From an optimization exercise on the open Yosys and OpenROAD flow, aimed at small area; shortcuts taken in it are not production practice.
The RTL was checked by simulation tests, not by an equivalence proof against the original design.
No activity file was given, so power comes from the tool's default toggle rates. The flow treats the clock pin as an ideal source, which a real chip does not have.

==> flow/design.v (excerpt) <==
module cpuCore (
	input logic clk,
	input logic reset,
	output logic [7:0] instrAddr,
	input logic [31:0] instrData,
	output logic [7:0] memAddr,
	output logic [31:0] memWriteData,
	input logic [31:0] memReadData,
	output logic memRead,
	output logic memWrite,
	output logic halted
);
For scale: about 2000 cells after synthesis, about 28000 µm² of cells after synthesis.
Settings: LEC_CHECK=0, ABC_AREA=1, CAP_MARGIN=20, CORE_MARGIN=2, CORE_UTILIZATION=65, SLEW_MARGIN=20; clock period 10.5 ns.
standard.sh (not shown) runs the stock make flow with config.mk's settings and CLKGATE_MAP_FILE= SYNTH_SCRIPT=/design/flow/synth_recipe.tcl, a recipe that flattens the netlist after the stock synthesis.
==> flow/flow/run.sh <==
#!/bin/bash
# Standard layout with smaller port buffers and a clock tree without dummy loads.
set -euo pipefail
export BUFFER_PORTS_ARGS="-buffer_cell sky130_fd_sc_hd__buf_1"
export CTS_ARGS="-sink_clustering_enable -repair_clock_nets -dont_use_dummy_load -buf_list sky130_fd_sc_hd__clkbuf_16 -sink_clustering_size 30 -sink_clustering_max_diameter 100"
bash standard.sh > standard.log 2>&1
The starting point finished clean.
Then changed:
==> flow/run.sh (new file) <==
#!/bin/bash
# synth_recipe.tcl (not shown) runs the flow's synth.tcl, then flattens the netlist and writes it again
# the make line also repeats each setting of config.mk as NAME=value (left out here)
make -C /OpenROAD-flow-scripts/flow DESIGN_CONFIG=/design/flow/config.mk WORK_HOME=/design/flow/orfs CLKGATE_MAP_FILE= SYNTH_SCRIPT=/design/flow/synth_recipe.tcl finish
ABC_AREA = not set   (was 1)
CORE_UTILIZATION = 40   (was 65)
CTS_BUF_LIST = sky130_fd_sc_hd__clkbuf_4   (was not set)
removed: flow/flow/run.sh
removed: flow/standard.sh
The new run finished clean. Area after synthesis climbs by 0.44%. Routed wire length climbs by 1.8%. Cell area climbs by 12%. Worst setup slack is worse by 0.37 ns. Die area is higher by 62%. Total power increases by 22%. Clock-buffer cell count came out higher by 370.

* * *

== Q ==
Another version of the RTL of cpuCore (not shown whole).
Size: ~1,700 cells after synthesis, about 120 I/O pins.
==> flow/config.mk <==
export PLATFORM = sky130hd
export DESIGN_NAME = cpuCore
export DESIGN_NICKNAME = cpuCore
export VERILOG_FILES = /design/flow/design.v
export SDC_FILE = /design/flow/constraint.sdc
export NUM_CORES = 4
export LEC_CHECK = 0
export ABC_AREA = 1
export CAP_MARGIN = 20
export CORE_MARGIN = 2
export CORE_UTILIZATION = 65
export SLEW_MARGIN = 20
==> flow/constraint.sdc <==
create_clock -name core_clock -period 10.5 [get_ports {clk}]
set_input_delay 2.1000 -clock core_clock [delete_from_list [all_inputs] [get_ports {clk}]]
set_output_delay 2.1000 -clock core_clock [all_outputs]
set_load 0.01 [all_outputs]
==> flow/flow/run.sh <==
#!/bin/bash
# The standard layout, with two changes:
#  - after the standard synthesis, the combinational logic is mapped again
#    by ABC for area (registers, full adders and their names are kept);
#  - ports are buffered with buf_1 and the clock tree has no dummy loads.
set -euo pipefail
here=$(pwd)
export BUFFER_PORTS_ARGS="-buffer_cell sky130_fd_sc_hd__buf_1"
export CTS_ARGS="-sink_clustering_enable -repair_clock_nets -dont_use_dummy_load -buf_list sky130_fd_sc_hd__clkbuf_8 -sink_clustering_size 22 -sink_clustering_max_diameter 60"
bash standard.sh synth > synth.log 2>&1
res=$here/orfs/results/sky130hd/cpuCore/base
cp "$res/1_2_yosys.v" "$here/std_1_2_yosys.v"
bash "$here/flow/remap.sh" "$here/std_1_2_yosys.v" "$res/1_2_yosys.v" > remap.log 2>&1
bash standard.sh > standard.log 2>&1
Other scripts of this flow, unchanged in this note and not shown: flow/flow/remap.sh
What T does differently from Q at the input level:
--- a/flow/flow/run.sh
+++ b/flow/flow/run.sh
@@ -9 +9 @@
-export CTS_ARGS="-sink_clustering_enable -repair_clock_nets -dont_use_dummy_load -buf_list sky130_fd_sc_hd__clkbuf_8 -sink_clustering_size 22 -sink_clustering_max_diameter 60"
+export CTS_ARGS="-sink_clustering_enable -repair_clock_nets -dont_use_dummy_load -buf_list sky130_fd_sc_hd__clkbuf_8 -sink_clustering_size 19 -sink_clustering_max_diameter 75"
==> comparison <==
- [compare] base=Q new=T: part of the power in the clock network shows an increase of 0.7 points, routed wire length shows an increase of 0.70%, share of the clock period used by the worst path after layout shows a reduction of 0.53 points, internal power contribution shows an increase of about 0.9%.
- Going from Q to T, net switching power went up 0.59%, final critical path time including I/O delays and setup went down 0.056 ns, switching power as a share of total power held, share of cell area taken by flip-flops and latches went down 0.23 points.

* * *

Another version of the RTL of cpuCore (not shown whole).
Size: ~120 I/O pins, roughly 27000 µm² of cells after synthesis.
// cpuCore
module cpuCore (
	input logic clk,
	input logic reset,
	output logic [7:0] instrAddr,
	input logic [31:0] instrData,
	output logic [7:0] memAddr,
	output logic [31:0] memWriteData,
	input logic [31:0] memReadData,
	output logic memRead,
	output logic memWrite,
	output logic halted
);
	logic [5:0] cnt;
	logic [4:0] c;
	logic ph;
	logic clr;
	logic run;
	logic [7:0] pc;
	logic [7:0] ma;
	logic [31:0] mwd;
	logic iType;
	logic aluWrite;
	logic isSlt;
	logic isMul;
	logic isLw;
	logic isSw;
	logic isJump;
	logic isBr;
	logic isCall;
	logic isRet;
	logic isHalt;
	logic subtract;
	logic isAnd;
	logic isOr;
	logic first;
	logic frameEnd;
	logic instrEnd;
	logic addrWin;
	logic pcWin;
	logic target;
	logic immBit;
	logic [3:0] immSel;
	logic rsBit;
	logic rtBit;
	logic bBit;
	logic sum;
	logic aluBit;
	logic carry;
	logic prodBit;
	logic loadBit;
	logic writeEn;
	logic writeBit;
	logic [4:0] writeIdx;
	logic pcBit;
	logic pcAdd;
	logic pcCi;
	logic pcSum;
	logic pcCarry;
	logic nextPcBit;
	logic maIn;
	logic popWin;
	logic topBit;
	controlUnit ctrl (
		.opcode(instrData[31:26]),
		.funct(instrData[5:0]),
		.iType(iType),
  ...
Settings: LEC_CHECK=0, ABC_AREA=1, CAP_MARGIN=20, CORE_MARGIN=2, CORE_UTILIZATION=65, SLEW_MARGIN=20; clock period 10.5 ns.
==> flow/flow/run.sh <==
#!/bin/bash
# The standard layout, with two changes:
#  - after the standard synthesis, the combinational logic is mapped again
#    by ABC for area (registers, full adders and their names are kept);
#  - ports are buffered with buf_1 and the clock tree uses clkbuf_4 in
#    clusters of up to 12 flip-flops, without dummy loads.
set -euo pipefail
here=$(pwd)
export BUFFER_PORTS_ARGS="-buffer_cell sky130_fd_sc_hd__buf_1"
export CTS_ARGS="-sink_clustering_enable -repair_clock_nets -dont_use_dummy_load -buf_list sky130_fd_sc_hd__clkbuf_4 -sink_clustering_size 12 -sink_clustering_max_diameter 45"
bash standard.sh synth > synth.log 2>&1
res=$here/orfs/results/sky130hd/cpuCore/base
cp "$res/1_2_yosys.v" "$here/std_1_2_yosys.v"
bash "$here/flow/remap.sh" "$here/std_1_2_yosys.v" "$res/1_2_yosys.v" > remap.log 2>&1
bash standard.sh > standard.log 2>&1
Other scripts of this flow, unchanged in this note and not shown: flow/flow/remap.sh
The first run completed without violations.
==> next run, changes <==
==> flow/flow/run.sh (replaced) <==
#!/bin/bash
# The standard layout, with two changes:
#  - after the standard synthesis, the combinational logic is mapped again
#    by ABC for area (registers, full adders and their names are kept);
#  - ports are buffered with buf_1 and the clock tree has no dummy loads.
set -euo pipefail
here=$(pwd)
export BUFFER_PORTS_ARGS="-buffer_cell sky130_fd_sc_hd__buf_1"
export CTS_ARGS="-sink_clustering_enable -repair_clock_nets -dont_use_dummy_load -buf_list {sky130_fd_sc_hd__clkbuf_4 sky130_fd_sc_hd__clkbuf_8 sky130_fd_sc_hd__clkbuf_16} -sink_clustering_size 20 -sink_clustering_max_diameter 75"
bash standard.sh synth > synth.log 2>&1
res=$here/orfs/results/sky130hd/cpuCore/base
cp "$res/1_2_yosys.v" "$here/std_1_2_yosys.v"
bash "$here/flow/remap.sh" "$here/std_1_2_yosys.v" "$res/1_2_yosys.v" > remap.log 2>&1
bash standard.sh > standard.log 2>&1
Wire length went up by 19%.
Power went up by 14%.
Sequential share of layout area went down by 2.4 points.
Via count went up by 2.3%.
Critical path depth stays the same.
Final cell count went down by 1.7%.
Worst setup slack is worse by 0.27 ns.
Maximum frequency went down by 4.2%.
==> next run, changes <==
--- a/flow/flow/run.sh
+++ b/flow/flow/run.sh
@@ -7,5 +7,5 @@
 here=$(pwd)
 export BUFFER_PORTS_ARGS="-buffer_cell sky130_fd_sc_hd__buf_1"
-export CTS_ARGS="-sink_clustering_enable -repair_clock_nets -dont_use_dummy_load -buf_list {sky130_fd_sc_hd__clkbuf_4 sky130_fd_sc_hd__clkbuf_8 sky130_fd_sc_hd__clkbuf_16} -sink_clustering_size 20 -sink_clustering_max_diameter 75"
+export CTS_ARGS="-sink_clustering_enable -repair_clock_nets -dont_use_dummy_load -buf_list sky130_fd_sc_hd__clkbuf_4 -sink_clustering_size 11 -sink_clustering_max_diameter 50"
 bash standard.sh synth > synth.log 2>&1
 res=$here/orfs/results/sky130hd/cpuCore/base
The changed run finished with timing, DRC and antenna clean.
Routed wire length decreases by 16%.
Design area falls by 2.8%.
Count of clock-buffer cells in the layout goes up by 50.
==> next run, changes <==
--- a/flow/flow/run.sh
+++ b/flow/flow/run.sh
@@ -7,5 +7,5 @@
 here=$(pwd)
 export BUFFER_PORTS_ARGS="-buffer_cell sky130_fd_sc_hd__buf_1"
-export CTS_ARGS="-sink_clustering_enable -repair_clock_nets -dont_use_dummy_load -buf_list sky130_fd_sc_hd__clkbuf_4 -sink_clustering_size 11 -sink_clustering_max_diameter 50"
+export CTS_ARGS="-sink_clustering_enable -repair_clock_nets -dont_use_dummy_load -buf_list sky130_fd_sc_hd__clkbuf_8 -sink_clustering_size 20 -sink_clustering_max_diameter 75"
 bash standard.sh synth > synth.log 2>&1
 res=$here/orfs/results/sky130hd/cpuCore/base
Setup slack got worse by 0.14 ns. Utilization rose by 0.12 points. Area after synthesis does not change. Sequential power hardly moves. Via count came out lower by 2.4%. Count of clock-buffer cells in the layout shrinks by 50. Final area hardly moves. Synthesized cell count stays the same. Clock skew decreases by 0.063 ns. Non-clock buffer count does not change. Sequential share of layout area falls by 0.14 points.

[static timing again, ports no longer ideal]
In the flow no input, the clock included, has a driving cell. The finished layouts below were timed again as built, in two steps.
Step 1 assumes that a clkbuf_16 drives the clock port and a buf_2 every other input.
Step 2 adds t to the input delays and takes it off the output delays; t is the mean of the earliest and latest rising clock arrival at the registers after step 1. Input paths then give back, and output paths get back, about the clock's delay inside the block.
a / b / c = ideal / step 1 / step 2; a / b = the first two.
| run | t (ns) | setup WS [ns] | worst data-port slew with drivers (ns) |
|---|---|---|---|
| the first run of note 1 | 0.631 | 5.333 / 5.302 / 4.671 | 0.11 |
| the second run of note 1 | 1.024 | 4.968 / 4.984 / 3.959 | 0.12 |
| Q | 0.658 | 4.002 / 4.024 / 3.366 | 0.11 |
| T | 0.665 | 4.058 / 4.070 / 3.405 | 0.11 |
| the first run of note 3 | 0.826 | 4.403 / 4.372 / 3.546 | 0.08 |
| the second run of note 3 | 0.647 | 4.134 / 4.110 / 3.463 | 0.08 |
| the third run of note 3 | 0.869 | 4.425 / 4.398 / 3.530 | 0.08 |
| the fourth run of note 3 | 0.675 | 4.289 / 4.261 / 3.586 | 0.08 |
After both steps setup and hold are still met in every run listed. For the second run of note 1, which loses most, drivers alone change the setup slack by +0.016 ns; drivers and shift together by -1.009 ns.
